This is an optimization exercise on Yosys and OpenROAD, whose aim is a short achievable clock period and few clock cycles per item, not a production implementation.
In this exercise RTL edits were held to simulation tests only and were not proved equivalent to the original.
Power is estimated from default activity; no workload was simulated.

**flow/flow/run.sh**
```bash
#!/bin/bash
# The standard layout with one change:
#  - setup repair aims well past the 10 ns clock, so the achieved period
#    keeps shrinking;
cp standard.sh standard_sh.copy.log
cp config.mk config_mk.copy.log
export SETUP_SLACK_MARGIN=7
bash standard.sh > standard.log 2>&1
```
**flow/standard.sh**
```bash
#!/bin/bash
# synth_recipe.tcl (not shown) runs the flow's synth.tcl, then flattens the netlist and writes it again
# the make line also repeats each setting of config.mk as NAME=value (left out here)
make -C /OpenROAD-flow-scripts/flow DESIGN_CONFIG=/design/flow/config.mk WORK_HOME=/design/flow/orfs CLKGATE_MAP_FILE= SYNTH_SCRIPT=/design/flow/synth_recipe.tcl "${@:-finish}"
```
**flow/constraint.sdc**
```tcl
create_clock -name core_clock -period 10.0 [get_ports {aclk}]
set_input_delay 2.0000 -clock core_clock [delete_from_list [all_inputs] [get_ports {aclk}]]
set_output_delay 2.0000 -clock core_clock [all_outputs]
set_load 0.01 [all_outputs]
```
**flow/design.v**
```verilog
`timescale 1ns/1ps
package isa_pkg;
    localparam int XLEN     = 32;
    localparam int NUM_REGS = 32;
    typedef logic [XLEN-1:0]             word_t;      
    typedef logic [$clog2(NUM_REGS)-1:0] reg_idx_t;   
    localparam word_t RESET_PC = '0;
    localparam logic [5:0] OP_SPECIAL = 6'b000000;    
    localparam logic [5:0] OP_BEQ     = 6'b000100;
    localparam logic [5:0] OP_ADDIU   = 6'b001001;
    localparam logic [5:0] OP_LUI     = 6'b001111;
    localparam logic [5:0] OP_LW      = 6'b100011;
    localparam logic [5:0] OP_SW      = 6'b101011;
    localparam logic [5:0] FN_ADDU = 6'b100001;
    localparam logic [5:0] FN_SUBU = 6'b100011;
    localparam logic [5:0] FN_AND  = 6'b100100;
    localparam logic [5:0] FN_OR   = 6'b100101;
    localparam logic [5:0] FN_SLT  = 6'b101010;
endpackage
`timescale 1ns/1ps
package pipe_pkg;
    typedef enum logic [2:0] {
        ALU_ADD,
        ALU_SUB,
        ALU_AND,
        ALU_OR,
        ALU_SLT,    
        ALU_LUI     
    } alu_op_t;
    typedef struct packed {
        logic           valid;
        logic [31:0] pc;
        logic [31:0] instr;
    } if_id_t;
    typedef struct packed {
        logic              valid;
        logic [31:0]    pc;
        alu_op_t           alu_op;
        logic [31:0]    src_a;        
        logic [31:0]    src_b;        
        logic [31:0]    imm;          
        logic [31:0]    store_data;
        logic [4:0] dst;
        logic              reg_write;
        logic              load;
        logic              store;
        logic              branch;
        logic              use_imm;
    } id_exe_t;
    typedef struct packed {
        logic              valid;
        logic [31:0]    pc;
        logic [31:0]    result;       
        logic [31:0]    store_data;
        logic [4:0] dst;
        logic              reg_write;
        logic              load;
        logic              store;
    } exe_mem_t;
    typedef struct packed {
        logic              valid;
        logic [31:0]    pc;
        logic [31:0]    result;
        logic [4:0] dst;
        logic              reg_write;
    } mem_wb_t;
    typedef struct packed {
        logic              we;
        logic [4:0] dst;
        logic [31:0]    value;
    } fwd_t;
    typedef struct packed {
        logic           enable;
        logic           write;
        logic [31:0] addr;
        logic [31:0] wdata;
    } dmem_req_t;
endpackage
`timescale 1ns/1ps
module fetch_next (
    input  logic [31:2] pc,
    input  logic [31:0] inst_rdata,
    input  logic        x_redirect,    
    input  logic [31:2] e_target,
    input  logic        d_redir,       
    input  logic [31:2] d_tgt,
    input  logic        stall,
    input  logic        bt_hit,        
    input  logic [31:2] bt_tgt,
    output logic        f_ub,
    output logic        f_short,
    output logic [31:2] pc_next
);
    logic [5:0]  a, b, g, p, sum;
    logic [6:0]  c;
    logic [31:8] pc_hi_p, pc_hi_m, hi_c1, hi_c0;
    logic [31:2] f_tgt, pc_inc, pc_seq;
    assign f_ub    = (inst_rdata[31:26] == isa_pkg::OP_BEQ) &&
                     (inst_rdata[25:21] == inst_rdata[20:16]);
    assign f_short = (inst_rdata[15:5] == 11'h000) || (inst_rdata[15:5] == 11'h7ff);
    assign a = pc[7:2];
    assign b = inst_rdata[5:0];
    assign g = a & b;
    assign p = a ^ b;
    assign c[0] = 1'b1;
    assign c[1] = g[0] | p[0];
    assign c[2] = g[1] | (p[1] & g[0]) | (p[1] & p[0]);
    assign c[3] = g[2] | (p[2] & g[1]) | (p[2] & p[1] & g[0]) | (p[2] & p[1] & p[0]);
    assign c[4] = g[3] | (p[3] & g[2]) | (p[3] & p[2] & g[1]) |
                  (p[3] & p[2] & p[1] & g[0]) | (p[3] & p[2] & p[1] & p[0]);
    assign c[5] = g[4] | (p[4] & g[3]) | (p[4] & p[3] & g[2]) |
                  (p[4] & p[3] & p[2] & g[1]) | (p[4] & p[3] & p[2] & p[1] & g[0]) |
                  (p[4] & p[3] & p[2] & p[1] & p[0]);
    assign c[6] = g[5] | (p[5] & g[4]) | (p[5] & p[4] & g[3]) |
                  (p[5] & p[4] & p[3] & g[2]) | (p[5] & p[4] & p[3] & p[2] & g[1]) |
                  (p[5] & p[4] & p[3] & p[2] & p[1] & g[0]) |
                  (p[5] & p[4] & p[3] & p[2] & p[1] & p[0]);
    assign sum = p ^ c[5:0];
    assign pc_hi_p = pc[31:8] + 24'd1;
    assign pc_hi_m = pc[31:8] - 24'd1;
    assign hi_c1   = inst_rdata[5] ? pc[31:8] : pc_hi_p;    
    assign hi_c0   = inst_rdata[5] ? pc_hi_m  : pc[31:8];   
    assign f_tgt   = {(c[6] ? hi_c1 : hi_c0), sum};
    assign pc_inc  = pc + 30'd1;
    assign pc_seq  = bt_hit ? bt_tgt : pc_inc;
    always_comb begin
        if (x_redirect)                  pc_next = e_target;
        else if (d_redir)                pc_next = d_tgt;
        else if (stall)                  pc_next = pc;
        else if (f_ub)                   pc_next = f_tgt;
        else                             pc_next = pc_seq;
    end
endmodule
`timescale 1ns/1ps
module reg_file (
    input  logic        aclk,
    input  logic        arst_n,
    input  logic [4:0]  ra,
    input  logic [4:0]  rb,
    input  logic [31:0] ra_oh,   
    input  logic [31:0] rb_oh,
    output logic [31:0] rdata_a,
    output logic [31:0] rdata_b,
    input  logic        we,      
    input  logic [4:0]  wdst,
    input  logic [31:0] wdata
);
    logic [31:0] regs [1:31];
    always_ff @(posedge aclk or negedge arst_n) begin
        if (!arst_n) begin
            for (int i = 1; i < 32; i++) begin
                regs[i] <= '0;
            end
        end else begin
            for (int i = 1; i < 32; i++) begin
                if (we && wdst == 5'(i)) regs[i] <= wdata;
            end
        end
    end
    always_comb begin
        rdata_a = '0;
        rdata_b = '0;
        for (int i = 1; i < 32; i++) begin
            rdata_a = rdata_a | (regs[i] & {32{ra_oh[i]}});
            rdata_b = rdata_b | (regs[i] & {32{rb_oh[i]}});
        end
        if (we && wdst == ra && ra != '0) rdata_a = wdata;
        if (we && wdst == rb && rb != '0) rdata_b = wdata;
    end
endmodule
`timescale 1ns/1ps
module alu_ctl_reg (
    input  logic       aclk,
    input  logic       arst_n,
    input  logic [6:0] d,
    output logic [6:0] q
);
    always_ff @(posedge aclk or negedge arst_n) begin
        if (!arst_n) q <= '0;
        else         q <= d;
    end
endmodule
`timescale 1ns/1ps
module alu (
    input  logic [31:0] m_result,     
    input  logic [31:0] e_a,
    input  logic [31:0] e_b,          
    input  logic [3:0]  e_a_m,        
    input  logic [3:0]  e_a_e,        
    input  logic [3:0]  e_b_m,        
    input  logic [3:0]  e_b_e,        
    input  logic        e_sub,
    input  logic [3:0]  e_r_sum,
    input  logic [3:0]  e_r_and,
    input  logic [3:0]  e_r_or,
    input  logic        e_r_slt,
    output logic [31:0] x_res
);
    logic [31:0] x_a, x_bb, x_sum;
    logic [31:0] s_am, s_ae, s_bm, s_be, s_sum, s_and, s_or;
    logic [32:0] x_sum33;
    logic        x_slt;
    assign s_am  = {{8{e_a_m[3]}},   {8{e_a_m[2]}},   {8{e_a_m[1]}},   {8{e_a_m[0]}}};
    assign s_ae  = {{8{e_a_e[3]}},   {8{e_a_e[2]}},   {8{e_a_e[1]}},   {8{e_a_e[0]}}};
    assign s_bm  = {{8{e_b_m[3]}},   {8{e_b_m[2]}},   {8{e_b_m[1]}},   {8{e_b_m[0]}}};
    assign s_be  = {{8{e_b_e[3]}},   {8{e_b_e[2]}},   {8{e_b_e[1]}},   {8{e_b_e[0]}}};
    assign s_sum = {{8{e_r_sum[3]}}, {8{e_r_sum[2]}}, {8{e_r_sum[1]}}, {8{e_r_sum[0]}}};
    assign s_and = {{8{e_r_and[3]}}, {8{e_r_and[2]}}, {8{e_r_and[1]}}, {8{e_r_and[0]}}};
    assign s_or  = {{8{e_r_or[3]}},  {8{e_r_or[2]}},  {8{e_r_or[1]}},  {8{e_r_or[0]}}};
    assign x_a  = (s_am & m_result) | (s_ae & e_a);
    assign x_bb = (s_bm & m_result) | (s_be & e_b);
    assign x_sum33 = {x_a, 1'b1} + {x_bb, e_sub};
    assign x_sum   = x_sum33[32:1];
    assign x_slt = (x_a[31] == x_bb[31]) ? x_a[31] : x_sum[31];
    assign x_res = (s_sum & x_sum) |
                   (s_and & (x_a & x_bb)) |
                   (s_or  & (x_a | x_bb)) |
                   {31'd0, e_r_slt & x_slt};
endmodule
`timescale 1ns/1ps
`timescale 1ns/1ps
module mips_core_top (
    input  logic                aclk,
    input  logic                arst_n,
    output logic [31:0]      inst_addr,
    input  logic [31:0]      inst_rdata,
    output logic                dmem_en,
    output logic                dmem_we,
    output logic [31:0]         dmem_addr,
    output logic [31:0]         dmem_wdata,
    input  logic [31:0]      dmem_rdata,
    output logic [31:0]      debug_wb_pc,
    output logic [31:0]      debug_wb_rf_wdata,
    output logic [3:0]          debug_wb_rf_wen,
    output logic [4:0]   debug_wb_rf_wnum
);
    localparam int BTB_N = 4;
    logic [31:2] pc;                  
    logic        d_valid;
    logic [31:2] d_pc;
    logic [31:0] d_instr;
    logic        d_nseq;              
    logic        d_fub;               
    logic [31:0] d_rs_oh, d_rt_oh;    
    logic        e_valid;             
    logic [31:2] e_pc;
    logic [31:0] e_a;
    logic [31:0] e_b;
    logic [31:0] e_sd;                
    logic [4:0]  e_dst;
    logic        e_we;                
    logic        e_load;
    logic        e_store;
    logic        e_branch;            
    logic        e_skip1;             
    logic [31:2] e_target;
    logic        e_sub;
    logic        e_r_sum;
    logic        e_r_and;
    logic        e_r_or;
    logic        e_r_slt;
    logic        e_a_m, e_a_e;        
    logic        e_b_m, e_b_e;        
    logic        e_s_m;               
    logic        e_s_l;               
    logic        m_we;
    logic [4:0]  m_dst;
    logic [31:2] m_pc;
    logic [31:0] m_result;
    logic [31:0] m_sd;
    logic        m_load;
    logic        m_en;
    logic        m_st;
    logic        w_we;
    logic [4:0]  w_dst;
    logic [31:2] w_pc;
    logic [31:0] m_value;             
    logic        bt_v   [BTB_N];
    logic [31:2] bt_key [BTB_N];
    logic [31:2] bt_tgt [BTB_N];
    logic [$clog2(BTB_N)-1:0] bt_ptr;
    logic [31:0] x_sd, x_res;
    logic        x_eq, x_taken, x_redirect, x_kill;
    alu u_alu (
        .m_result   (m_result),
        .e_a        (e_a),
        .e_b        (e_b),
        .e_a_m      (c_a_m),
        .e_a_e      (c_a_e),
        .e_b_m      (c_b_m),
        .e_b_e      (c_b_e),
        .e_sub      (e_sub),
        .e_r_sum    (c_r_sum),
        .e_r_and    (c_r_and),
        .e_r_or     (c_r_or),
        .e_r_slt    (e_r_slt),
        .x_res      (x_res)
    );
    assign x_sd = e_s_m ? m_result : e_sd;
    logic eq_me, eq_em, eq_ee;
    assign eq_me = (m_result == e_b);
    assign eq_em = (e_a == m_result);
    assign eq_ee = (e_a == e_b);
    assign x_eq = (e_a_m & e_b_m) | (e_a_m & e_b_e & eq_me) |
                  (e_a_e & e_b_m & eq_em) | (e_a_e & e_b_e & eq_ee);
    assign x_taken    = e_branch && x_eq;
    assign x_kill     = x_taken && e_skip1 && d_valid && !d_nseq;
    assign x_redirect = x_taken && !x_kill;
    logic [5:0]  op, fn;
    logic [4:0]  rs, rt, rd;
    logic [31:0] imm_s;
    logic        is_r, is_addiu, is_lui, is_lw, is_sw, is_beq, is_ub, is_cb;
    logic        r_ok, use_rs, use_rt, use_imm, dec_we;
    logic [4:0]  dec_dst;
    logic [31:0] rf_a, rf_b;
    logic        stall, d_go, dec_sub, use_rt_x;
    logic        a_m, a_w, t_m, t_w;
    assign op    = d_instr[31:26];
    assign rs    = d_instr[25:21];
    assign rt    = d_instr[20:16];
    assign rd    = d_instr[15:11];
    assign fn    = d_instr[5:0];
    assign imm_s = {{16{d_instr[15]}}, d_instr[15:0]};
    assign is_r     = (op == isa_pkg::OP_SPECIAL);
    assign is_addiu = (op == isa_pkg::OP_ADDIU);
    assign is_lui   = (op == isa_pkg::OP_LUI);
    assign is_lw    = (op == isa_pkg::OP_LW);
    assign is_sw    = (op == isa_pkg::OP_SW);
    assign is_beq   = (op == isa_pkg::OP_BEQ);
    assign is_ub    = is_beq && (rs == rt);      
    assign is_cb    = is_beq && (rs != rt);
    assign r_ok     = is_r && (fn == isa_pkg::FN_ADDU || fn == isa_pkg::FN_SUBU ||
                               fn == isa_pkg::FN_AND  || fn == isa_pkg::FN_OR ||
                               fn == isa_pkg::FN_SLT);
    assign use_rs  = r_ok || is_addiu || is_lw || is_sw || is_cb;
    assign use_rt  = r_ok || is_sw || is_cb;
    assign use_imm = is_addiu || is_lui || is_lw || is_sw;
    assign dec_dst = is_r ? rd : rt;
    assign dec_sub = is_r && (fn == isa_pkg::FN_SUBU || fn == isa_pkg::FN_SLT);
    assign use_rt_x = r_ok || is_cb;     
    assign dec_we  = (r_ok || is_addiu || is_lui || is_lw) && (dec_dst != '0);
    reg_file u_reg_file (
        .aclk    (aclk),
        .arst_n  (arst_n),
        .ra      (rs),
        .rb      (rt),
        .ra_oh   (d_rs_oh),
        .rb_oh   (d_rt_oh),
        .rdata_a (rf_a),
        .rdata_b (rf_b),
        .we      (w_we),
        .wdst    (w_dst),
        .wdata   (w_rfd)
    );
    assign stall = d_valid && e_valid && e_we &&
                   ((e_load && ((use_rs && rs == e_dst) || (use_rt_x && rt == e_dst))) ||
                    (dec_sub && r_ok && rt == e_dst));
    assign a_m = e_we && (e_dst == rs);
    assign a_w = m_we && (m_dst == rs);
    assign t_m = e_we && (e_dst == rt);
    assign t_w = m_we && (m_dst == rt);
    logic [31:0] op_a, op_b;
    assign op_a = a_w ? m_value : rf_a;
    assign op_b = t_w ? m_value : rf_b;
    logic        d_redir;
    logic [31:2] d_tgt;
    logic        d_ub;
    assign d_ub    = d_valid && is_ub && !x_redirect && !x_kill;
    assign d_redir = d_ub && !d_fub;
    assign d_tgt   = d_pc + 30'd1 + imm_s[29:0];
    logic [6:0] ctl_d;
    logic [6:0] ctl_q [4];
    logic [3:0] c_a_m, c_a_e, c_b_m, c_b_e, c_r_sum, c_r_and, c_r_or;
    assign ctl_d = {use_rs && a_m,
                    !(use_rs && a_m),
                    !use_imm && use_rt && t_m,
                    !(!use_imm && use_rt && t_m),
                    !(is_r && (fn == isa_pkg::FN_AND || fn == isa_pkg::FN_OR ||
                               fn == isa_pkg::FN_SLT)),
                    is_r && (fn == isa_pkg::FN_AND),
                    is_r && (fn == isa_pkg::FN_OR)};
    for (genvar k = 0; k < 4; k++) begin : g_ctl
        alu_ctl_reg u_ctl (
            .aclk   (aclk),
            .arst_n (arst_n),
            .d      (ctl_d),
            .q      (ctl_q[k])
        );
        assign c_a_m[k]   = ctl_q[k][6];
        assign c_a_e[k]   = ctl_q[k][5];
        assign c_b_m[k]   = ctl_q[k][4];
        assign c_b_e[k]   = ctl_q[k][3];
        assign c_r_sum[k] = ctl_q[k][2];
        assign c_r_and[k] = ctl_q[k][1];
        assign c_r_or[k]  = ctl_q[k][0];
    end
    assign d_go = d_valid && !stall && !x_redirect && !x_kill &&
                  (r_ok || is_addiu || is_lui || is_lw || is_sw || is_cb);
    always_ff @(posedge aclk or negedge arst_n) begin
        if (!arst_n) begin
            e_valid  <= 1'b0;
            e_we     <= 1'b0;
            e_load   <= 1'b0;
            e_store  <= 1'b0;
            e_branch <= 1'b0;
            e_skip1  <= 1'b0;
            e_dst    <= '0;
            e_sub    <= 1'b0;
            e_r_sum  <= 1'b0;
            e_r_and  <= 1'b0;
            e_r_or   <= 1'b0;
            e_r_slt  <= 1'b0;
            e_a_m    <= 1'b0;
            e_a_e    <= 1'b0;
            e_b_m    <= 1'b0;
            e_b_e    <= 1'b0;
            e_s_m    <= 1'b0;
            e_s_l    <= 1'b0;
        end else begin
            e_valid  <= d_go;
            e_we     <= d_go && dec_we;
            e_load   <= d_go && is_lw;
            e_store  <= d_go && is_sw;
            e_branch <= d_go && is_cb;
            e_skip1  <= d_go && is_cb && (d_instr[15:0] == 16'd1) && !d_nseq;
            e_dst    <= dec_dst;
            e_sub    <= dec_sub;
            e_r_sum  <= ctl_d[2];
            e_r_and  <= ctl_d[1];
            e_r_or   <= ctl_d[0];
            e_r_slt  <= is_r && (fn == isa_pkg::FN_SLT);
            e_a_m    <= ctl_d[6];
            e_a_e    <= ctl_d[5];
            e_b_m    <= !use_imm && use_rt && t_m;
            e_b_e    <= ctl_d[3];
            e_s_m    <= use_rt && t_m;
            e_s_l    <= is_sw && t_m && e_load;
        end
    end
    always_ff @(posedge aclk) begin
        e_pc     <= d_pc;
        e_a      <= is_lui ? '0 : op_a;
        e_b      <= is_lui ? {d_instr[15:0], 16'h0000} :
                    (use_imm ? imm_s : (dec_sub ? ~op_b : op_b));
        e_sd     <= op_b;
        e_target <= d_pc + 30'd1 + imm_s[29:0];
    end
    logic [31:2] bt_hit_tgt, pc_next;
    logic        bt_hit;
    logic        f_ub, f_short;
    fetch_next u_fetch_next (
        .pc         (pc),
        .inst_rdata (inst_rdata),
        .x_redirect (x_redirect),
        .e_target   (e_target),
        .d_redir    (d_redir),
        .d_tgt      (d_tgt),
        .stall      (stall),
        .bt_hit     (bt_hit),
        .bt_tgt     (bt_hit_tgt),
        .f_ub       (f_ub),
        .f_short    (f_short),
        .pc_next    (pc_next)
    );
    logic [31:2] pc_o;
    assign inst_addr = {pc_o, 2'b00};
    always_ff @(posedge aclk) begin
        pc_o <= arst_n ? pc_next : '0;
    end
    always_comb begin
        bt_hit     = 1'b0;
        bt_hit_tgt = bt_tgt[0];
        for (int i = 0; i < BTB_N; i++) begin
            if (bt_v[i] && bt_key[i] == pc) begin
                bt_hit     = 1'b1;
                bt_hit_tgt = bt_tgt[i];
            end
        end
    end
    always_ff @(posedge aclk or negedge arst_n) begin
        if (!arst_n) begin
            pc      <= '0;
            d_valid <= 1'b0;
            d_nseq  <= 1'b0;
            d_fub   <= 1'b0;
            d_instr <= '0;
        end else begin
            pc <= pc_next;
            if (x_redirect || d_redir) d_valid <= 1'b0;
            else if (!stall)           d_valid <= 1'b1;
            if (!stall) begin
                d_nseq  <= f_ub || bt_hit;
                d_fub   <= f_ub && f_short;
                d_instr <= inst_rdata;
            end
        end
    end
    always_ff @(posedge aclk) begin
        if (!stall) begin
            d_pc    <= pc;
            d_rs_oh <= 32'd1 << inst_rdata[25:21];
            d_rt_oh <= 32'd1 << inst_rdata[20:16];
        end
    end
    logic        l_v, bt_known;
    logic [31:2] l_key, l_tgt;
    always_ff @(posedge aclk or negedge arst_n) begin
        if (!arst_n) l_v <= 1'b0;
        else         l_v <= d_ub;
    end
    always_ff @(posedge aclk) begin
        l_key <= d_pc - 30'd1;
        l_tgt <= d_tgt;
    end
    always_comb begin
        bt_known = 1'b0;
        for (int i = 0; i < BTB_N; i++) begin
            if (bt_v[i] && bt_key[i] == l_key) bt_known = 1'b1;
        end
    end
    always_ff @(posedge aclk or negedge arst_n) begin
        if (!arst_n) begin
            bt_ptr <= '0;
            for (int i = 0; i < BTB_N; i++) bt_v[i] <= 1'b0;
        end else if (l_v && !bt_known) begin
            bt_ptr       <= bt_ptr + 1'b1;
            bt_v[bt_ptr] <= 1'b1;
        end
    end
    always_ff @(posedge aclk) begin
        if (l_v && !bt_known) begin
            bt_key[bt_ptr] <= l_key;
            bt_tgt[bt_ptr] <= l_tgt;
        end
    end
    logic [31:0] m_addr;
    always_ff @(posedge aclk or negedge arst_n) begin
        if (!arst_n) begin
            m_we   <= 1'b0;
            m_load <= 1'b0;
            m_dst  <= '0;
            m_addr <= '0;
        end else begin
            m_we   <= e_we;
            m_load <= e_load;
            m_dst  <= e_dst;
            m_addr <= x_res;
        end
    end
    always_ff @(posedge aclk) begin
        m_en     <= e_load || e_store;
        m_st     <= e_store;
        m_pc     <= e_pc;
        m_result <= x_res;
        m_sd     <= e_s_l ? dmem_rdata : x_sd;
    end
    assign dmem_en    = m_en;
    assign dmem_we    = m_st;
    assign dmem_addr  = m_addr;
    assign dmem_wdata = m_sd;
    always_ff @(posedge aclk or negedge arst_n) begin
        if (!arst_n) begin
            w_we  <= 1'b0;
            w_dst <= '0;
        end else begin
            w_we  <= m_we;
            w_dst <= m_dst;
        end
    end
    logic [31:0] w_rfd, w_data_o;
    logic        w_we_o;
    logic [4:0]  w_dst_o;
    assign m_value = m_load ? dmem_rdata : m_result;
    always_ff @(posedge aclk) begin
        w_pc     <= m_pc;
        if (m_we) w_rfd <= m_value;
        w_we_o   <= m_we;
        w_data_o <= m_value;
        w_dst_o  <= m_dst;
    end
    assign debug_wb_pc       = {w_pc, 2'b00};
    assign debug_wb_rf_wdata = w_data_o;
    assign debug_wb_rf_wen   = {4{w_we_o}};
    assign debug_wb_rf_wnum  = w_dst_o;
endmodule
```
**flow/config.mk**
```make
export PLATFORM = sky130hd
export DESIGN_NAME = mips_core_top
export DESIGN_NICKNAME = mips_core_top
export VERILOG_FILES = /design/flow/design.v
export SDC_FILE = /design/flow/constraint.sdc
export NUM_CORES = 4
export LEC_CHECK = 0
export ABC_CLOCK_PERIOD_IN_PS = 3000
export CAP_MARGIN = 20
export CORE_MARGIN = 2
export CORE_UTILIZATION = 50
export SLEW_MARGIN = 20
export SYNTH_HIERARCHICAL = 1
```
==> reports/qor.csv, run 1 <==
metric,value,unit
global-route wire length before repair,479000,um
fillers,14400,
synth warn,14,
power per cell area,181,nW/um2
Bufs and invs on worst path,2,
CTS tree,built,
FF-to-FF End,pc_o[3],
Relative slew margins,24.3,%
largest net degree at the start of global routing,138,
Synth Area per Inst,11.8,um2
Netlist Area Pre-Place,89400,um2
routed vias/inst,6.66,
IO Port Bufs,232,
1st-iter DRT viols,8895,
Final min period,3.61,ns
Initial Util,50.2,%
hold depth,0,
Final Hold Fails,0,
final core occ,60.1,%
max incr delay on CP,0.56,ns
period utilization,36.1,%
Nets,8070,
Detail Route Antenna Nets,0,
num ports,237,
RSZ-0062 raised after global routing,true,
critical path's top delay family,simple AND/OR/NAND/NOR gates,
register-to-register setup slack,6.39,ns
clock latency at the later pin of the worst-skew pair,0.87,ns
"commonest non-fill, non-tap cell in the layout",dfrtp_1,
Syn Inst Count,7593,
FMAX,277,MHz
Critical Path AT,4.36,ns
Max Cap Viol,0,
Peak VDD IR,0.000163,V
CP Class,register to register,
Worst Hold Path EP,w_pc[20],
Max Slew Vio Count,0,
via count,69600,
Total GRT Usage,36.4,%
Hold Crit Start,m_pc[20],
Crit path top cell by count,mux2i_1,
share of layout cells above drive strength 1,32.1,%
r2r startpoint,pc[9],
WL final,344000,um
total CTS buffers,201,
Setup TNS,0,ns
Multi-input gate area,42000,um2
WL per Instance,32.9,um
die height,427,um
CP max-delay cell,dfrtp_4,
First-pass DRT Iterations,8,
FF/Latch Area,47800,um2
Placer Congestion,0.993,
remaining global-route overflow,0,
Sink Count,1900,
die span in x,427,um
clk_skew,0.0561,ns
most frequent cells in the layout,"dfrtp_1, mux2_2, a22oi_1",
final setup vio count,0,
endpoint class of the critical path,register,
CTS max path bufs,3,
worst path cell trace,xnor2_4 > nand4_1 > or4_4 > or4_4 > buf_12 > buf_16 > mux2i_1 > a21oi_1 > mux2_4 > mux2i_1 > mux2i_1 > mux2i_1 > o21ai_1 > o21a_1 > and2_1,
worst-case reg-to-reg path depth,15,
type of the worst min-delay path,register to register,
Worst Path Required,10.76,ns
post-DP HPWL,214000,um
CTS HTree Levels,4,
cts hold-fix bufs,0,
Slew @ Worst Pin,1.13,ns
Leak,45.9,nW
initial antenna violation count,23,
CP max FO,6,
number of global-route vias before repair,66700,
crit start category,register,
Area Growth Syn to Fin,19.8,%
"CTS clk-pin slew, worst paths",0.06,ns
root buf cell,clkbuf_16,
core area,178000,um2
Die ar.,182000,um2
placement row count,155,
DRC,0,
status,no timing/DRC/antenna violations,
worst max-delay path by stage:
stage / slack (ns) / start / cells past startpoint / endpoint
final: 6.39 / pc[9] / 15 / pc_o[3]
after global routing: 6.27 / pc[9] / 15 / pc_o[3]
after CTS: 6.49 / d_pc[2] / 17 / pc_o[30]
after detailed placement: 4.31 / inst_rdata[31] / 11 / pc_o[30]
after global placement: 4.27 / inst_rdata[29] / 11 / pc_o[30]
after floorplan: 6.10 / inst_rdata[29] / 8 / pc_o[29]
per-stage QoR:
stage	total power [mW]	area [um2]	hold WS, ns	setup slack [ns]	instances
after floorplan	10.1	89700	0.310	6.10	7596
after global placement	11.2	94000	0.310	4.27	9771
after detailed placement	11.2	94000	0.312	4.31	9773
after CTS	19.2	105000	0.324	6.49	10300
after global routing	20.0	107000	0.329	6.27	10400
final	19.4	107000	0.321	6.39	10400
area by class of cell:
| cell class | count | area share (%) |
|---|---|---|
| Inverter | 154 | 0.575 |
| Clock buffer | 297 | 5.48 |
| Timing Repair Buffer | 688 | 6.53 |
| Sequential cell | 1900 | 44.7 |
| Tap cell | 2355 | 2.75 |
| Clock inverter | 77 | 0.702 |
| Timing Repair inverter | 1 | 0.00818 |
| Antenna cell | 20 | 0.0468 |
| Multi-Input combinational cell | 4948 | 39.2 |
report_power, final:
group | switching (mW) | internal (mW)
Combinational | 1.70 | 1.21
Sequential | 0.590 | 8.40
Clock | 3.25 | 4.28
Total | 5.54 | 13.9
timing repair:
action	4_1_cts	5_1_grt
gates cloned	20	17
buffers inserted	149	80
pin swaps	119	107
setup endpoints to repair	1003	592
gates resized for setup	1461	295
layer usage:
metal | vias to the layer above | track usage, % | routed length (um)
met1 | 35300 | 50.1 | 138000
met2 | 4203 | 51.8 | 145000
met4 | 16 | 18.8 | 19200
li1 | 29200 | - | -
met5 | - | 0 | 93
met3 | 939 | 11.0 | 40800
sequential cells by signal (all words and copies together), names as in the netlist, 31 cells and up:
| register | cells |
|---|---|
| d_rs_oh | 31 |
| bt_key | 120 |
| d_instr | 32 |
| e_a | 32 |
| w_rfd | 32 |
| u_reg_file.regs | 992 |
| w_data_o | 32 |
| m_sd | 32 |
| m_addr | 32 |
| m_result | 32 |
| e_sd | 32 |
| bt_tgt | 120 |
| e_b | 32 |
| d_rt_oh | 31 |
Testbench counts, summed over its fixed seeds: cycles 48,445, instrs 47,475.
==> inputs of run 2 (changes only) <==
--- a/flow/design.v
+++ b/flow/design.v
@@ -85,8 +85,10 @@
     input  logic        d_redir,       
     input  logic [31:2] d_tgt,
     input  logic        stall,
-    input  logic        bt_hit,        
-    input  logic [31:2] bt_tgt,
+    input  logic [3:0]   bt_v,         
+    input  logic [119:0] bt_key,
+    input  logic [119:0] bt_tgt,
+    output logic        bt_hit,        
     output logic        f_ub,
     output logic        f_short,
     output logic [31:2] pc_next
@@ -121,8 +123,18 @@
     assign hi_c1   = inst_rdata[5] ? pc[31:8] : pc_hi_p;    
     assign hi_c0   = inst_rdata[5] ? pc_hi_m  : pc[31:8];   
     assign f_tgt   = {(c[6] ? hi_c1 : hi_c0), sum};
+    logic [3:0]  bt_h;
+    logic [31:2] bt_t;
+    always_comb begin
+        bt_t = '0;
+        for (int i = 0; i < 4; i++) begin
+            bt_h[i] = bt_v[i] && (bt_key[30*i +: 30] == pc);
+            bt_t    = bt_t | ({30{bt_h[i]}} & bt_tgt[30*i +: 30]);
+        end
+    end
+    assign bt_hit  = |bt_h;
     assign pc_inc  = pc + 30'd1;
-    assign pc_seq  = bt_hit ? bt_tgt : pc_inc;
+    assign pc_seq  = bt_hit ? bt_t : pc_inc;
     always_comb begin
         if (x_redirect)                  pc_next = e_target;
         else if (d_redir)                pc_next = d_tgt;
@@ -218,6 +230,15 @@
                    {31'd0, e_r_slt & x_slt};
 endmodule
 `timescale 1ns/1ps
+module out_bit_reg (
+    input  logic aclk,
+    input  logic d,
+    output logic q
+);
+    always_ff @(posedge aclk) begin
+        q <= d;
+    end
+endmodule
 `timescale 1ns/1ps
 module mips_core_top (
     input  logic                aclk,
@@ -234,7 +255,7 @@
     output logic [3:0]          debug_wb_rf_wen,
     output logic [4:0]   debug_wb_rf_wnum
 );
-    localparam int BTB_N = 4;
+    localparam int BTB_N = 4;         
     logic [31:2] pc;                  
     logic        d_valid;
     logic [31:2] d_pc;
@@ -445,7 +466,7 @@
         e_sd     <= op_b;
         e_target <= d_pc + 30'd1 + imm_s[29:0];
     end
-    logic [31:2] bt_hit_tgt, pc_next;
+    logic [31:2] pc_next;
     logic        bt_hit;
     logic        f_ub, f_short;
     fetch_next u_fetch_next (
@@ -456,8 +477,10 @@
         .d_redir    (d_redir),
         .d_tgt      (d_tgt),
         .stall      (stall),
+        .bt_v       ({bt_v[3], bt_v[2], bt_v[1], bt_v[0]}),
+        .bt_key     ({bt_key[3], bt_key[2], bt_key[1], bt_key[0]}),
+        .bt_tgt     ({bt_tgt[3], bt_tgt[2], bt_tgt[1], bt_tgt[0]}),
         .bt_hit     (bt_hit),
-        .bt_tgt     (bt_hit_tgt),
         .f_ub       (f_ub),
         .f_short    (f_short),
         .pc_next    (pc_next)
@@ -467,16 +490,6 @@
     always_ff @(posedge aclk) begin
         pc_o <= arst_n ? pc_next : '0;
     end
-    always_comb begin
-        bt_hit     = 1'b0;
-        bt_hit_tgt = bt_tgt[0];
-        for (int i = 0; i < BTB_N; i++) begin
-            if (bt_v[i] && bt_key[i] == pc) begin
-                bt_hit     = 1'b1;
-                bt_hit_tgt = bt_tgt[i];
-            end
-        end
-    end
     always_ff @(posedge aclk or negedge arst_n) begin
         if (!arst_n) begin
             pc      <= '0;
@@ -568,18 +581,24 @@
         end
     end
     logic [31:0] w_rfd, w_data_o;
-    logic        w_we_o;
+    logic [3:0]  w_we_o;
     logic [4:0]  w_dst_o;
     assign m_value = m_load ? dmem_rdata : m_result;
     always_ff @(posedge aclk) begin
         w_pc     <= m_pc;
         if (m_we) w_rfd <= m_value;
-        w_we_o   <= m_we;
         w_data_o <= m_value;
         w_dst_o  <= m_dst;
     end
     assign debug_wb_pc       = {w_pc, 2'b00};
     assign debug_wb_rf_wdata = w_data_o;
-    assign debug_wb_rf_wen   = {4{w_we_o}};
+    for (genvar k = 0; k < 4; k++) begin : g_wen
+        out_bit_reg u_wen (
+            .aclk (aclk),
+            .d    (m_we),
+            .q    (w_we_o[k])
+        );
+    end
+    assign debug_wb_rf_wen   = w_we_o;
     assign debug_wb_rf_wnum  = w_dst_o;
 endmodule
==> run 2 against run 1 <==
Final area up 0.98%. Clock skew down 0.019 ns. Register-to-register slack worse by 0.02 ns.
==> reports/qor.csv, run 2 <==
metric,value,unit,change
period utilization,36.3,%,was 36.1%
CTS max path bufs,3,,unchanged
Worst Path Required,10.80,ns,was 10.76 ns
synth warn,15,,was 14
Total GRT Usage,38.5,%,was 36.4%
crit start category,register,,unchanged
root buf cell,clkbuf_16,,unchanged
Synth Area per Inst,11.8,um2,about the same
"CTS clk-pin slew, worst paths",0.06,ns,about the same
routed vias/inst,6.78,,was 6.66
Netlist Area Pre-Place,89000,um2,was 89400 um2
Max Slew Vio Count,0,,unchanged
Placer Congestion,0.967,,was 0.993
biggest regs,"u_reg_file.regs x992, bt_key x120, bt_tgt x120",,unchanged
Detail Route Antenna Nets,0,,unchanged
die span in x,426,um,was 427 um
status,no timing/DRC/antenna violations,,unchanged
power per cell area,179,nW/um2,was 181 nW/um2
Setup TNS,0,ns,unchanged
Sink Count,1903,,was 1900
Area Growth Syn to Fin,21.4,%,was 19.8%
Critical Path AT,4.43,ns,was 4.36 ns
clk_skew,0.0367,ns,was 0.0561 ns
Cells after DPL,9742,,was 9773
total CTS buffers,202,,was 201
remaining global-route overflow,0,,unchanged
worst-case reg-to-reg path depth,15,,unchanged
global-route wire length before repair,502000,um,was 479000 um
cts hold-fix bufs,0,,unchanged
Max Cap Viol,0,,unchanged
Slew @ Worst Pin,1.16,ns,was 1.13 ns
clock latency at the later pin of the worst-skew pair,0.87,ns,about the same
RSZ-0062 raised after global routing,true,,unchanged
First-pass DRT Iterations,10,,was 8
final setup vio count,0,,unchanged
initial antenna violation count,25,,was 23
Die ar.,181000,um2,was 182000 um2
CTS tree,built,,unchanged
Syn Inst Count,7550,,was 7593
CP max FO,3,,was 6
Initial Util,50.5,%,was 50.2%
WL per Instance,34.4,um,was 32.9 um
1st-iter DRT viols,9273,,was 8895
Peak VDD IR,0.000147,V,was 0.000163 V
Top reg by flops,u_reg_file.regs,,unchanged
Nets,8122,,was 8070
DRC,0,,unchanged
hold depth,0,,unchanged
Final Hold Fails,0,,unchanged
IO Port Bufs,232,,unchanged
share of layout cells above drive strength 1,34.0,%,was 32.1%
CTS HTree Levels,4,,unchanged
"non-filler cells, final",10500,,was 10.4k
CP Class,register to register,,unchanged
most frequent cells in the layout,"dfrtp_1, mux2_2, a22oi_1",,unchanged
Final min period,3.63,ns,was 3.61 ns
largest net degree at the start of global routing,154,,was 138
post-DP HPWL,217000,um,was 214000 um
FMAX,276,MHz,was 277 MHz
Relative slew margins,22.9,%,was 24.3%
number of global-route vias before repair,69100,,was 66.7k
placement row count,154,,was 155
core area,176000,um2,was 178000 um2
WL final,361000,um,was 344000 um
type of the worst min-delay path,register to register,,unchanged
number of flip-flops under the largest register name,992,,unchanged
die height,426,um,was 427 um
via count,71000,,was 69.6k
num ports,237,,unchanged
"commonest non-fill, non-tap cell in the layout",dfrtp_1,,unchanged
Leak,45.8,nW,was 45.9 nW
endpoint class of the critical path,register,,unchanged
==> run 2: area by class of cell <==
| type | count | area, um2 |
|---|---|---|
| fill | 14200 | 68400 |
| sequential | 1903 | 47800 |
| multi-input combinational | 4904 | 41800 |
| timing repair buffer | 774 | 7900 |
| clock buffer | 317 | 6240 |
| tap | 2340 | 2930 |
| clock inverter | 62 | 672 |
| inverter | 159 | 667 |
| antenna | 15 | 37.5 |
| timing repair inverter | 2 | 23.8 |
==> run 2: path summary, 6_finish.rpt <==
path	start	to	slack [ns]
min in group asynchronous	arst_n	u_reg_file.regs[16][6]	1.09
max in group asynchronous	arst_n	u_reg_file.regs[7][23]	7.23
worst min-delay path	m_pc[15]	w_pc[15]	0.32
worst min register to register	m_pc[15]	w_pc[15]	0.32
worst max register to register	d_pc[2]	pc_o[30]	6.37
worst max-delay path	d_pc[2]	pc_o[30]	6.37
==> run 2: metrics by stage <==
| stage | total power [mW] | hold WS, ns | cell area (um2) | utilization (%) | setup slack [ns] |
|---|---|---|---|---|---|
| final | 19.4 | 0.320 | 108000 | 61.2 | 6.37 |
| after global routing | 19.9 | 0.323 | 108000 | 61.2 | 6.24 |
| after CTS | 19.1 | 0.319 | 106000 | 59.9 | 6.33 |
| after detailed placement | 11.0 | 0.312 | 93900 | 53.2 | 4.46 |
| after global placement | 11.0 | 0.311 | 93900 | 53.2 | 4.49 |
| after floorplan | 9.88 | 0.310 | 89300 | - | 5.99 |
==> run 2: what timing repair did <==
| item | in CTS | in global routing |
|---|---|---|
| setup endpoints to repair | 1140 | 788 |
| pin swaps | 165 | 144 |
| gates resized for setup | 1475 | 364 |
| gates cloned | 24 | 13 |
| setup buffers | 239 | 63 |
==> run 2: critical path: stages (launching register included) <==
cell      delay [ns]
edfxtp_1        0.42
inv_2           0.10
ha_4            0.14
inv_2           0.04
fa_2            0.40
a211oi_2        0.22
nor2_2          0.09
o311ai_4        0.29
a21boi_2        0.14
a221o_1         0.40
a2111o_1        0.43
a2111o_1        0.40
nand3_2         0.11
nand2_2         0.07
o221ai_2        0.17
and2_1          0.14
==> run 2: power by group <==
part           internal, mW  total, mW  switching, mW
clock network          4.57       7.82           3.25
logic                  1.10       2.73           1.62
registers              8.36       8.83          0.476
==> run 2: layer usage <==
| metal | share of wire (%) | global-route usage, % | vias up |
|---|---|---|---|
| met3 | 10 | 9.63 | 1201 |
| met1 | 37 | 48.3 | 36100 |
| met2 | 45 | 58.9 | 4383 |
| met5 | 0.021 | 0.185 | - |
| met4 | 7.9 | 25.3 | 8 |
| li1 | - | - | 29300 |
Testbench counts of run 2, summed over its fixed seeds: cycles 48,445, instrs 47,475.
==> inputs of run 3 (changes only) <==
--- a/flow/config.mk
+++ b/flow/config.mk
@@ -8,6 +8,6 @@
 export ABC_CLOCK_PERIOD_IN_PS = 3000
 export CAP_MARGIN = 20
 export CORE_MARGIN = 2
-export CORE_UTILIZATION = 50
+export CORE_UTILIZATION = 58
 export SLEW_MARGIN = 20
 export SYNTH_HIERARCHICAL = 1
==> run 3 against run 2 <==
Core utilization up 8.7 points. Worst hold slack worse by 0.0017 ns. Sequential share of layout area up 0.70 points. Setup slack better by 0.0091 ns. Clock power down 2.9%. Register-to-register slack about the same. Critical path depth up 1. First-iteration DRC count up 15%. Global-route usage up 4.3 points. Synthesized cell count unchanged. Critical path type unchanged. Largest cell class unchanged.
==> reports/qor.csv, run 3 <==
metric,value,unit,change
status,no timing/DRC/antenna violations,,unchanged
WL final,346000,um,was 361000 um
Leak,45.2,nW,was 45.8 nW
die height,396,um,was 426 um
core area,152000,um2,was 176000 um2
post-DP HPWL,208000,um,was 217000 um
final core occ,69.9,%,was 61.2%
Final Total Pwr,19.1,mW,was 19.4 mW
Slew @ Worst Pin,1.15,ns,was 1.16 ns
Synth Area per Inst,11.8,um2,unchanged
total CTS buffers,197,,was 202
Die ar.,157000,um2,was 181000 um2
CTS max path bufs,3,,unchanged
final setup vio count,0,,unchanged
number of flip-flops under the largest register name,992,,unchanged
CP max-delay cell,edfxtp_1,,was a2111o_1
routed vias/inst,7.06,,was 6.78
Nets,8069,,was 8122
Detail Route Antenna Nets,0,,unchanged
CP max FO,5,,was 3
register-to-register setup slack,6.38,ns,was 6.37 ns
Cells after DPL,9421,,was 9742
share of layout cells above drive strength 1,33.6,%,was 34.0%
Sink Count,1903,,unchanged
"CTS clk-pin slew, worst paths",0.06,ns,about the same
critical path's top delay family,compound AO/OA/AOI/OAI gates,,unchanged
FF-to-FF End,pc_o[29],,was pc_o[30]
type of the worst min-delay path,register to register,,unchanged
most frequent cells in the layout,"dfrtp_1, mux2_2, a22oi_1",,unchanged
Placer Congestion,0.975,,was 0.967
period utilization,36.2,%,was 36.3%
1st-iter DRT viols,10700,,was 9273
die span in x,396,um,was 426 um
Hold Crit Start,m_pc[29],,was m_pc[15]
Worst Hold Path EP,w_pc[29],,was w_pc[15]
Relative slew margins,23.1,%,was 22.9%
worst-case reg-to-reg path depth,16,,was 15
biggest regs,"u_reg_file.regs x992, bt_key x120, bt_tgt x120",,unchanged
Worst Path Required,10.71,ns,was 10.80 ns
WL per Instance,34.2,um,was 34.4 um
clock latency at the later pin of the worst-skew pair,0.84,ns,was 0.87 ns
Initial Util,58.5,%,was 50.5%
num ports,237,,unchanged
endpoint class of the critical path,register,,unchanged
cts hold-fix bufs,0,,unchanged
Final Hold Fails,0,,unchanged
Post-Layout Inst Area,106000,um2,was 108000 um2
Crit path top cell by count,o211ai_1,,
"commonest non-fill, non-tap cell in the layout",dfrtp_1,,unchanged
Total GRT Usage,42.8,%,was 38.5%
via count,71400,,was 71.0k
initial antenna violation count,24,,was 25
placement row count,143,,was 154
global-route wire length before repair,487000,um,was 502000 um
hold depth,0,,unchanged
clk_skew,0.0394,ns,was 0.0367 ns
RSZ-0062 raised after global routing,true,,unchanged
root buf cell,clkbuf_16,,unchanged
Max Cap Viol,0,,unchanged
First-pass DRT Iterations,12,,was 10
CP Class,register to register,,unchanged
"non-filler cells, final",10100,,was 10.5k
DRC,0,,unchanged
max incr delay on CP,0.55,ns,was 0.43 ns
Syn Inst Count,7550,,unchanged
worst path cell trace,ha_4 > a21oi_2 > o211ai_1 > o32a_1 > o211ai_1 > a31oi_1 > o31a_1 > mux2i_1 > o2111ai_2 > a21oi_2 > nand2_1 > a21oi_1 > o211ai_1 > o211ai_1 > a31oi_1 > and2_1,,was inv_2 > ha_4 > inv_2 > fa_2 > a211oi_2 > nor2_2 > o311ai_4 > a21boi_2 > a221o_1 > a2111o_1 > a2111o_1 > nand3_2 > nand2_2 > o221ai_2 > and2_1
power per cell area,180,nW/um2,was 179 nW/um2
largest net degree at the start of global routing,165,,was 154
Bufs and invs on worst path,0,,was 2
Peak VDD IR,0.000165,V,was 0.000147 V
CTS tree,built,,unchanged
Area Growth Syn to Fin,19.5,%,was 21.4%
crit start category,register,,unchanged
r2r startpoint,d_pc[10],,was d_pc[2]
Area after DPL,93400,um2,was 93900 um2
remaining global-route overflow,0,,unchanged
FMAX,276,MHz,about the same
Netlist Area Pre-Place,89000,um2,unchanged
IO Port Bufs,232,,unchanged
Critical Path AT,4.33,ns,was 4.43 ns
Final min period,3.62,ns,was 3.63 ns
CTS HTree Levels,4,,unchanged
Max Slew Vio Count,0,,unchanged
Setup TNS,0,ns,unchanged
number of global-route vias before repair,69400,,was 69.1k
synth warn,15,,unchanged
Top reg by flops,u_reg_file.regs,,unchanged
run 3: report_power, final:
group,leakage [nW],switching (mW),internal (mW)
logic,19.3,1.60,1.08
clock network,3.30,3.22,4.37
registers,22.7,0.503,8.35
total,45.2,5.32,13.8
run 3: cell type report:
type                            instances  area, um2
Timing Repair Buffer                  725       6850
Clock buffer                          290       5830
Fill cell                           10900      45800
Multi-Input combinational cell       4905      41800
Inverter                              159        659
Tap cell                             2030       2540
Sequential cell                      1903      47900
Timing Repair inverter                  2       22.5
Antenna cell                           11       27.5
Clock inverter                         80        875
run 3: repair_timing:
| item | CTS | global route |
|---|---|---|
| buffers inserted | 190 | 96 |
| gates cloned | 12 | 5 |
| resized for setup | 1391 | 375 |
| pin swaps | 138 | 142 |
| endpoints found under the setup margin | 908 | 627 |
run 3: worst register-to-register path: cells and delay by family (launching register included):
family / cells / cell delay, ns
AND/OR/NAND/NOR: 2 / 0.21
adder cells (fa/ha/maj): 1 / 0.38
AO/OA/AOI/OAI: 12 / 2.11
flip-flops: 1 / 0.55
multiplexers: 1 / 0.23
run 3: per-layer routing:
metal,vias up,part of all wire (%),GRT usage (%)
li1,29200,-,-
met5,-,0.068,0.369
met3,1426,12,13.2
met4,18,8.5,29.3
met1,35700,37,54.4
met2,5050,43,62.5
run 3: worst max path at each step:
| stage | start | depth (start not counted) | endpoint |
|---|---|---|---|
| after floorplan | inst_rdata[30] | 7 | pc_o[20] |
| after global placement | inst_rdata[5] | 11 | pc_o[30] |
| after detailed placement | inst_rdata[31] | 10 | pc_o[14] |
| after CTS | d_instr[0] | 15 | pc_o[30] |
| after global routing | d_pc[12] | 17 | pc_o[31] |
| final | d_pc[10] | 16 | pc_o[29] |
run 3: per-stage QoR:
stage / hold WS, ns / setup WS, ns
after floorplan: 0.310 / 5.99
after global placement: 0.314 / 4.65
after detailed placement: 0.313 / 4.58
after CTS: 0.323 / 6.31
after global routing: 0.328 / 6.33
final: 0.318 / 6.38
==> inputs of run 4 (changes only) <==
--- a/flow/design.v
+++ b/flow/design.v
@@ -195,6 +195,7 @@
 `timescale 1ns/1ps
 module alu (
     input  logic [31:0] m_result,     
+    input  logic [31:0] m_bx,         
     input  logic [31:0] e_a,
     input  logic [31:0] e_b,          
     input  logic [3:0]  e_a_m,        
@@ -220,7 +221,7 @@
     assign s_and = {{8{e_r_and[3]}}, {8{e_r_and[2]}}, {8{e_r_and[1]}}, {8{e_r_and[0]}}};
     assign s_or  = {{8{e_r_or[3]}},  {8{e_r_or[2]}},  {8{e_r_or[1]}},  {8{e_r_or[0]}}};
     assign x_a  = (s_am & m_result) | (s_ae & e_a);
-    assign x_bb = (s_bm & m_result) | (s_be & e_b);
+    assign x_bb = (s_bm & m_bx) | (s_be & e_b);
     assign x_sum33 = {x_a, 1'b1} + {x_bb, e_sub};
     assign x_sum   = x_sum33[32:1];
     assign x_slt = (x_a[31] == x_bb[31]) ? x_a[31] : x_sum[31];
@@ -288,6 +289,7 @@
     logic [4:0]  m_dst;
     logic [31:2] m_pc;
     logic [31:0] m_result;
+    logic [31:0] m_bx;                
     logic [31:0] m_sd;
     logic        m_load;
     logic        m_en;
@@ -304,6 +306,7 @@
     logic        x_eq, x_taken, x_redirect, x_kill;
     alu u_alu (
         .m_result   (m_result),
+        .m_bx       (m_bx),
         .e_a        (e_a),
         .e_b        (e_b),
         .e_a_m      (c_a_m),
@@ -373,9 +376,8 @@
         .wdst    (w_dst),
         .wdata   (w_rfd)
     );
-    assign stall = d_valid && e_valid && e_we &&
-                   ((e_load && ((use_rs && rs == e_dst) || (use_rt_x && rt == e_dst))) ||
-                    (dec_sub && r_ok && rt == e_dst));
+    assign stall = d_valid && e_valid && e_load && e_we &&
+                   ((use_rs && rs == e_dst) || (use_rt_x && rt == e_dst));
     assign a_m = e_we && (e_dst == rs);
     assign a_w = m_we && (m_dst == rs);
     assign t_m = e_we && (e_dst == rt);
@@ -565,6 +567,7 @@
         m_st     <= e_store;
         m_pc     <= e_pc;
         m_result <= x_res;
+        m_bx     <= x_res ^ {32{dec_sub}};
         m_sd     <= e_s_l ? dmem_rdata : x_sd;
     end
     assign dmem_en    = m_en;
==> run 4 against run 3 <==
First-iteration DRC count rose by 1.7%. Worst hold slack improved by 0.0071 ns. Core utilization rose by 0.47 points. Sequential share of layout area fell by 0.19 points. Still clean on timing, DRC and antenna. Clock-buffer cell count rose by 2. Final area rose by 1.9%. Clock skew rose by 0.012 ns. Critical endpoint is now pc_o[28]. Synthesized area rose by 0.97%. Register-to-register slack improved by 0.07 ns. Sequential cell count rose by 32. Sequential power rose by 4.0%. Final cell count rose by 1.5%.
==> reports/qor.csv, run 4 <==
metric,value,unit,change
Area after DPL,94400,um2,was 93400 um2
Slew @ Worst Pin,1.16,ns,was 1.15 ns
post-DP HPWL,215000,um,was 208000 um
placement row count,144,,was 143
Sequential Power Share,45.6,%,was 46.3%
Top reg by flops,u_reg_file.regs,,unchanged
die height,398,um,was 396 um
Netlist Area Pre-Place,89900,um2,was 89000 um2
period utilization,35.5,%,was 36.2%
Area Growth Syn to Fin,20.6,%,was 19.5%
num ports,237,,unchanged
endpoint class of the critical path,register,,unchanged
FMAX,282,MHz,was 276 MHz
Syn Inst Count,7639,,was 7550
CTS HTree Levels,4,,unchanged
most frequent cells in the layout,"dfrtp_1, mux2_2, a22oi_1",,unchanged
"commonest non-fill, non-tap cell in the layout",dfrtp_1,,unchanged
1st-iter DRT viols,10900,,was 10.7k
initial antenna violation count,28,,was 24
Max Slew Vio Count,0,,unchanged
share of layout cells above drive strength 1,33.4,%,was 33.6%
"non-filler cells, final",10300,,was 10.1k
largest net degree at the start of global routing,153,,was 165
CP Class,register to register,,unchanged
worst path cell trace,inv_2 > ha_4 > inv_2 > fa_2 > a21o_1 > a221oi_4 > o221a_4 > nor4_4 > o41ai_2 > buf_4 > o21bai_4 > a21oi_4 > xnor2_4 > o22ai_2 > a31oi_1 > and2_1,,was ha_4 > a21oi_2 > o211ai_1 > o32a_1 > o211ai_1 > a31oi_1 > o31a_1 > mux2i_1 > o2111ai_2 > a21oi_2 > nand2_1 > a21oi_1 > o211ai_1 > o211ai_1 > a31oi_1 > and2_1
Nets,8193,,was 8069
Sink Count,1935,,was 1903
status,no timing/DRC/antenna violations,,unchanged
First-pass DRT Iterations,10,,was 12
crit start category,register,,unchanged
Post-Layout Inst Area,108000,um2,was 106000 um2
Setup WS pre-CTS,4.21,ns,was 4.58 ns
remaining global-route overflow,0,,unchanged
die span in x,398,um,was 396 um
Critical Path AT,4.30,ns,was 4.33 ns
Final min period,3.55,ns,was 3.62 ns
power per cell area,186,nW/um2,was 180 nW/um2
CP max FO,4,,was 5
"CTS clk-pin slew, worst paths",0.06,ns,about the same
total CTS buffers,199,,was 197
Pint,14.3,mW,was 13.8 mW
CTS tree,built,,unchanged
Die ar.,158000,um2,was 157000 um2
synth warn,15,,unchanged
RSZ-0062 raised after global routing,true,,unchanged
Cells after DPL,9525,,was 9421
clock latency at the later pin of the worst-skew pair,0.86,ns,was 0.84 ns
Placer Congestion,1.04,,was 0.975
root buf cell,clkbuf_16,,unchanged
Sw Share,28.9,%,was 27.8%
Crit path top cell by count,inv_2,,was o211ai_1
Synth Area per Inst,11.8,um2,about the same
via count,72500,,was 71.4k
Final Hold Fails,0,,unchanged
DRC,0,,unchanged
Total GRT Usage,43.8,%,was 42.8%
Peak VDD IR,0.000194,V,was 0.000165 V
setup ws final,6.45,ns,was 6.38 ns
Hold Slack,0.325,ns,was 0.318 ns
global-route wire length before repair,499000,um,was 487000 um
biggest regs,"u_reg_file.regs x992, bt_key x120, bt_tgt x120",,unchanged
Relative slew margins,21.9,%,was 23.1%
max incr delay on CP,0.40,ns,was 0.55 ns
Comb pwr share,16.2,%,was 14.0%
number of global-route vias before repair,70400,,was 69.4k
clk_skew,0.0515,ns,was 0.0394 ns
Clock Power Share,38.1,%,was 39.7%
Setup TNS,0,ns,unchanged
Worst Path Required,10.75,ns,was 10.71 ns
Max Cap Viol,0,,unchanged
number of flip-flops under the largest register name,992,,unchanged
WL per Instance,34.8,um,was 34.2 um
Initial Util,58.4,%,was 58.5%
CTS max path bufs,3,,unchanged
type of the worst min-delay path,register to register,,unchanged
Detail Route Antenna Nets,0,,unchanged
IO Port Bufs,232,,unchanged
CP max-delay cell,edfxtp_1,,unchanged
WL final,356000,um,was 346000 um
final setup vio count,0,,unchanged
routed vias/inst,7.07,,was 7.06
core area,154000,um2,was 152000 um2
Leak,46.1,nW,was 45.2 nW
sw power,5.83,mW,was 5.32 mW
-- run 4: repair_timing --
item | 4_1_cts | 5_1_grt
setup buffers | 215 | 91
pin swaps | 165 | 173
hold buffers | 0 | 0
resized for setup | 1519 | 340
endpoints found under the setup margin | 1230 | 650
cloned | 24 | 3
-- run 4: area by class of cell --
| cell class | instances | area (um2) |
|---|---|---|
| multi-input cells | 4963 | 42500 |
| clock buffers | 292 | 5790 |
| inverters | 155 | 659 |
| fillers | 11100 | 45700 |
| diodes | 17 | 42.5 |
| repair buffers | 761 | 7370 |
| well taps | 2044 | 2560 |
| clock inverters | 84 | 940 |
| flip-flops and latches | 1935 | 48500 |
| repair inverters | 2 | 20.0 |
-- run 4: critical path: cells and delay by family (launching register included) --
family          cells  cell delay, ns
compound gates      8            1.78
fa+ha+maj           2            0.51
flops               1            0.40
buf+inv             3            0.36
simple gates        2            0.20
xor+xnor            1            0.20
-- run 4: path summary, 6_finish.rpt --
kind | slack (ns) | startpoint | depth (start not counted) | to
max | 6.45 | d_pc[2] | 16 | pc_o[28]
min | 0.33 | m_pc[6] | 0 | w_pc[6]
max reg2reg | 6.45 | d_pc[2] | 16 | pc_o[28]
min reg2reg | 0.33 | m_pc[6] | 0 | w_pc[6]
max in group asynchronous | 7.19 | arst_n | 3 | pc[27]
min in group asynchronous | 1.13 | arst_n | 1 | u_reg_file.regs[5][1]
-- run 4: metal layers --
layer  GRT usage (%)  routed length (um)  vias to the layer above
li1                -                   -                    29500
met1            55.9              130000                    36500
met2            63.5              153000                     5143
met3            15.3               45800                     1335
met4            28.4               27200                       12
met5               0                  83                        -
-- run 4: power groups by stage --
stage                     logic (mW)  registers [mW]  clock network, mW
after floorplan                 1.33            9.02                  0
after global placement          2.31            9.34                  0
after CTS                       2.91            9.16               7.71
after global routing            3.37            9.21               8.03
final                           3.27            9.20               7.69
after detailed placement        2.31            9.35                  0
-- run 4: through the flow --
step	utilization, %	power (mW)
after global placement	61.3	11.7
final	70.4	20.2
after floorplan	-	10.3
after global routing	70.3	20.6
after detailed placement	61.3	11.7
after CTS	68.8	19.8
Testbench counts of run 4, summed over its fixed seeds: cycles 47,980, instrs 47,475.
==> inputs of run 5 (changes only) <==
--- a/flow/design.v
+++ b/flow/design.v
@@ -388,8 +388,14 @@
     logic        d_redir;
     logic [31:2] d_tgt;
     logic        d_ub;
-    assign d_ub    = d_valid && is_ub && !x_redirect && !x_kill;
+    assign d_ub    = d_valid && is_ub && !x_redirect && !x_kill && !r_redir;
     assign d_redir = d_ub && !d_fub;
+    logic        r_redir;
+    logic [31:2] l_tgt;               
+    always_ff @(posedge aclk or negedge arst_n) begin
+        if (!arst_n) r_redir <= 1'b0;
+        else         r_redir <= d_redir;
+    end
     assign d_tgt   = d_pc + 30'd1 + imm_s[29:0];
     logic [6:0] ctl_d;
     logic [6:0] ctl_q [4];
@@ -417,7 +423,7 @@
         assign c_r_and[k] = ctl_q[k][1];
         assign c_r_or[k]  = ctl_q[k][0];
     end
-    assign d_go = d_valid && !stall && !x_redirect && !x_kill &&
+    assign d_go = d_valid && !stall && !x_redirect && !x_kill && !r_redir &&
                   (r_ok || is_addiu || is_lui || is_lw || is_sw || is_cb);
     always_ff @(posedge aclk or negedge arst_n) begin
         if (!arst_n) begin
@@ -476,8 +482,8 @@
         .inst_rdata (inst_rdata),
         .x_redirect (x_redirect),
         .e_target   (e_target),
-        .d_redir    (d_redir),
-        .d_tgt      (d_tgt),
+        .d_redir    (r_redir),
+        .d_tgt      (l_tgt),
         .stall      (stall),
         .bt_v       ({bt_v[3], bt_v[2], bt_v[1], bt_v[0]}),
         .bt_key     ({bt_key[3], bt_key[2], bt_key[1], bt_key[0]}),
@@ -501,7 +507,7 @@
             d_instr <= '0;
         end else begin
             pc <= pc_next;
-            if (x_redirect || d_redir) d_valid <= 1'b0;
+            if (x_redirect || r_redir) d_valid <= 1'b0;
             else if (!stall)           d_valid <= 1'b1;
             if (!stall) begin
                 d_nseq  <= f_ub || bt_hit;
@@ -518,7 +524,7 @@
         end
     end
     logic        l_v, bt_known;
-    logic [31:2] l_key, l_tgt;
+    logic [31:2] l_key;
     always_ff @(posedge aclk or negedge arst_n) begin
         if (!arst_n) l_v <= 1'b0;
         else         l_v <= d_ub;
==> run 5 against run 4 <==
Clock skew fell by 0.017 ns. Clock power rose by 3.0%. Critical path depth rose by 1. Via count fell by 0.77%. Sequential power rose by 5.3%. Synthesized cell count barely moved. Global-route usage fell by 0.66 points. Clock-buffer cell count fell by 20. Non-clock buffer count fell by 39. Core utilization fell by 0.79 points. Final cell count fell by 0.46%. Wire length fell by 1.6%.
==> reports/qor.csv, run 5 <==
metric,value,unit,change
status,no timing/DRC/antenna violations,,unchanged
Relative slew margins,23.1,%,was 21.9%
"commonest non-fill, non-tap cell in the layout",dfrtp_1,,unchanged
Final min period,3.54,ns,was 3.55 ns
biggest regs,"u_reg_file.regs x992, bt_key x120, bt_tgt x120",,unchanged
num ports,237,,unchanged
number of flip-flops under the largest register name,992,,unchanged
IO Port Bufs,232,,unchanged
synth warn,15,,unchanged
largest net degree at the start of global routing,163,,was 153
CP max FO,6,,was 4
Worst Path Required,10.72,ns,was 10.75 ns
die height,398,um,unchanged
setup ws final,6.46,ns,was 6.45 ns
Top reg by flops,u_reg_file.regs,,unchanged
total CTS buffers,199,,unchanged
final setup vio count,0,,unchanged
crit start category,register,,unchanged
WL final,351000,um,was 356000 um
cts hold-fix bufs,0,,unchanged
Syn Inst Count,7642,,was 7639
"non-filler cells, final",10200,,was 10.3k
1st-iter DRT viols,10300,,was 10.9k
Max Slew Vio Count,0,,unchanged
CTS tree,built,,unchanged
Sink Count,1936,,was 1935
Setup WS pre-CTS,4.20,ns,was 4.21 ns
CTS max path bufs,3,,unchanged
via count,71900,,was 72.5k
WL per Instance,34.4,um,was 34.8 um
most frequent cells in the layout,"dfrtp_1, mux2_2, a22oi_1",,unchanged
power per cell area,195,nW/um2,was 186 nW/um2
Max Cap Viol,0,,unchanged
First-pass DRT Iterations,10,,unchanged
Post-Layout Inst Area,107000,um2,was 108000 um2
Netlist Area Pre-Place,89900,um2,unchanged
Final Hold Fails,0,,unchanged
Slew @ Worst Pin,1.15,ns,was 1.16 ns
Nets,8155,,was 8193
Leak,45.3,nW,was 46.1 nW
placement row count,144,,unchanged
RSZ-0062 raised after global routing,true,,unchanged
Placer Congestion,0.992,,was 1.04
routed vias/inst,7.05,,was 7.07
Total GRT Usage,43.2,%,was 43.8%
Synth Area per Inst,11.8,um2,about the same
root buf cell,clkbuf_16,,unchanged
FMAX,282,MHz,about the same
Detail Route Antenna Nets,0,,unchanged
initial antenna violation count,20,,was 28
die span in x,398,um,unchanged
Cells after DPL,9513,,was 9525
Setup TNS,0,ns,unchanged
period utilization,35.4,%,was 35.5%
core area,154000,um2,unchanged
clock latency at the later pin of the worst-skew pair,0.85,ns,was 0.86 ns
Critical Path AT,4.26,ns,was 4.30 ns
share of layout cells above drive strength 1,31.9,%,was 33.4%
CP Class,register to register,,unchanged
DRC,0,,unchanged
final core occ,69.6,%,was 70.4%
Area after DPL,94300,um2,was 94400 um2
remaining global-route overflow,0,,unchanged
post-DP HPWL,215000,um,about the same
number of global-route vias before repair,69700,,was 70.4k
Area Growth Syn to Fin,19.2,%,was 20.6%
Initial Util,58.4,%,unchanged
CTS HTree Levels,4,,unchanged
"CTS clk-pin slew, worst paths",0.07,ns,was 0.06 ns
Die ar.,158000,um2,unchanged
Peak VDD IR,0.000203,V,was 0.000194 V
global-route wire length before repair,493000,um,was 499000 um
endpoint class of the critical path,register,,unchanged
type of the worst min-delay path,register to register,,unchanged
clk_skew,0.0343,ns,was 0.0515 ns
## run 5: worst max-delay path, cell delays in order, from the launching register on
cell     delay (ns)
dfrtp_2        0.48
buf_6          0.15
buf_6          0.11
a22o_4         0.26
ha_4           0.29
and3_4         0.20
buf_6          0.09
buf_6          0.09
nand2_4        0.04
nor4_4         0.14
a22oi_2        0.09
buf_6          0.15
a41oi_4        0.29
o41ai_4        0.13
buf_4          0.16
or4b_4         0.53
nand3_4        0.13
xnor2_1        0.08
## run 5: final cells by class
cell class / instances / area [um2]
clock buffers: 272 / 5760
diodes: 7 / 17.5
repair buffers: 722 / 7010
clock inverters: 105 / 1230
well taps: 2044 / 2560
repair inverters: 4 / 40.0
flip-flops and latches: 1936 / 48500
inverters: 160 / 668
multi-input cells: 4956 / 41400
fillers: 11100 / 46900
## run 5: metrics by stage
stage	hold WS, ns	total power, mW
final	0.322	20.9
after global routing	0.328	21.4
after CTS	0.322	20.6
after detailed placement	0.312	12.4
after global placement	0.311	12.4
after floorplan	0.310	10.9
## run 5: report_power, final
part | internal, mW | switching (mW) | total (mW)
Combinational | 1.39 | 1.85 | 3.24
Clock | 4.60 | 3.33 | 7.92
Sequential | 8.79 | 0.899 | 9.69
## run 5: timing repair
action,in CTS,in global routing
cloned,18,7
endpoints found under the setup margin,1480,861
pin swaps,122,135
gates resized for setup,1398,279
buffers inserted,188,96
## run 5: path summary, 6_finish.rpt
| check | start | end | slack, ns | cells past startpoint |
|---|---|---|---|---|
| worst max-delay path | g_ctl[0].u_ctl.q[6] | m_bx[28] | 6.46 | 17 |
| worst min-delay path | e_pc[11] | m_pc[11] | 0.32 | 0 |
| worst max register to register | g_ctl[0].u_ctl.q[6] | m_bx[28] | 6.46 | 17 |
| worst min register to register | e_pc[11] | m_pc[11] | 0.32 | 0 |
| max in group asynchronous | arst_n | u_reg_file.regs[4][5] | 7.29 | 3 |
| min in group asynchronous | arst_n | u_reg_file.regs[21][4] | 1.09 | 1 |
## run 5: layer usage
layer | vias to the layer above | track usage [%] | wire length [um]
met5 | - | 0 | 443
met4 | 20 | 25.9 | 25200
met3 | 1275 | 13.0 | 43000
met2 | 5057 | 63.5 | 152000
met1 | 36100 | 56.4 | 130000
li1 | 29500 | - | -
Testbench counts of run 5, summed over its fixed seeds: cycles 47,980, instrs 47,475.

-- port drivers added, routing unchanged --
Ports are ideal in the flow. The routed layouts listed here were re-timed in OpenROAD.
Step 1: set_driving_cell puts a clkbuf_16 on aclk and a buf_2 on each other input, an assumption about the parent block.
Step 2 also shifts input and output timing later by t, the mid clock arrival at the registers, as if the neighbouring blocks saw the same clock.
Three values: ideal ports, drivers, drivers and shift; two values: the first two.
run | shift t [ns] | setup slack, ns | hold slack, ns | clock arrival spread, ns | worst register clock-pin slew, ns
run 1 | 0.932 | 6.394 / 6.394 / 5.467 | 0.321 / 0.321 / 0.321 | 0.065 / 0.064 | 0.07 / 0.07
run 2 | 0.946 | 6.371 / 6.371 / 5.430 | 0.320 / 0.320 / 0.320 | 0.042 / 0.042 | 0.07 / 0.07
run 3 | 0.921 | 6.380 / 6.380 / 5.495 | 0.318 / 0.318 / 0.318 | 0.040 / 0.040 | 0.07 / 0.07
run 4 | 0.920 | 6.454 / 6.454 / 5.591 | 0.325 / 0.325 / 0.325 | 0.056 / 0.057 | 0.07 / 0.07
run 5 | 0.927 | 6.460 / 6.444 / 5.516 | 0.322 / 0.322 / 0.322 | 0.037 / 0.037 | 0.07 / 0.07
After both steps every run listed still meets setup and hold. The setup slack of run 5, which loses most, moves by -0.016 ns with the drivers and by -0.944 ns with both steps.
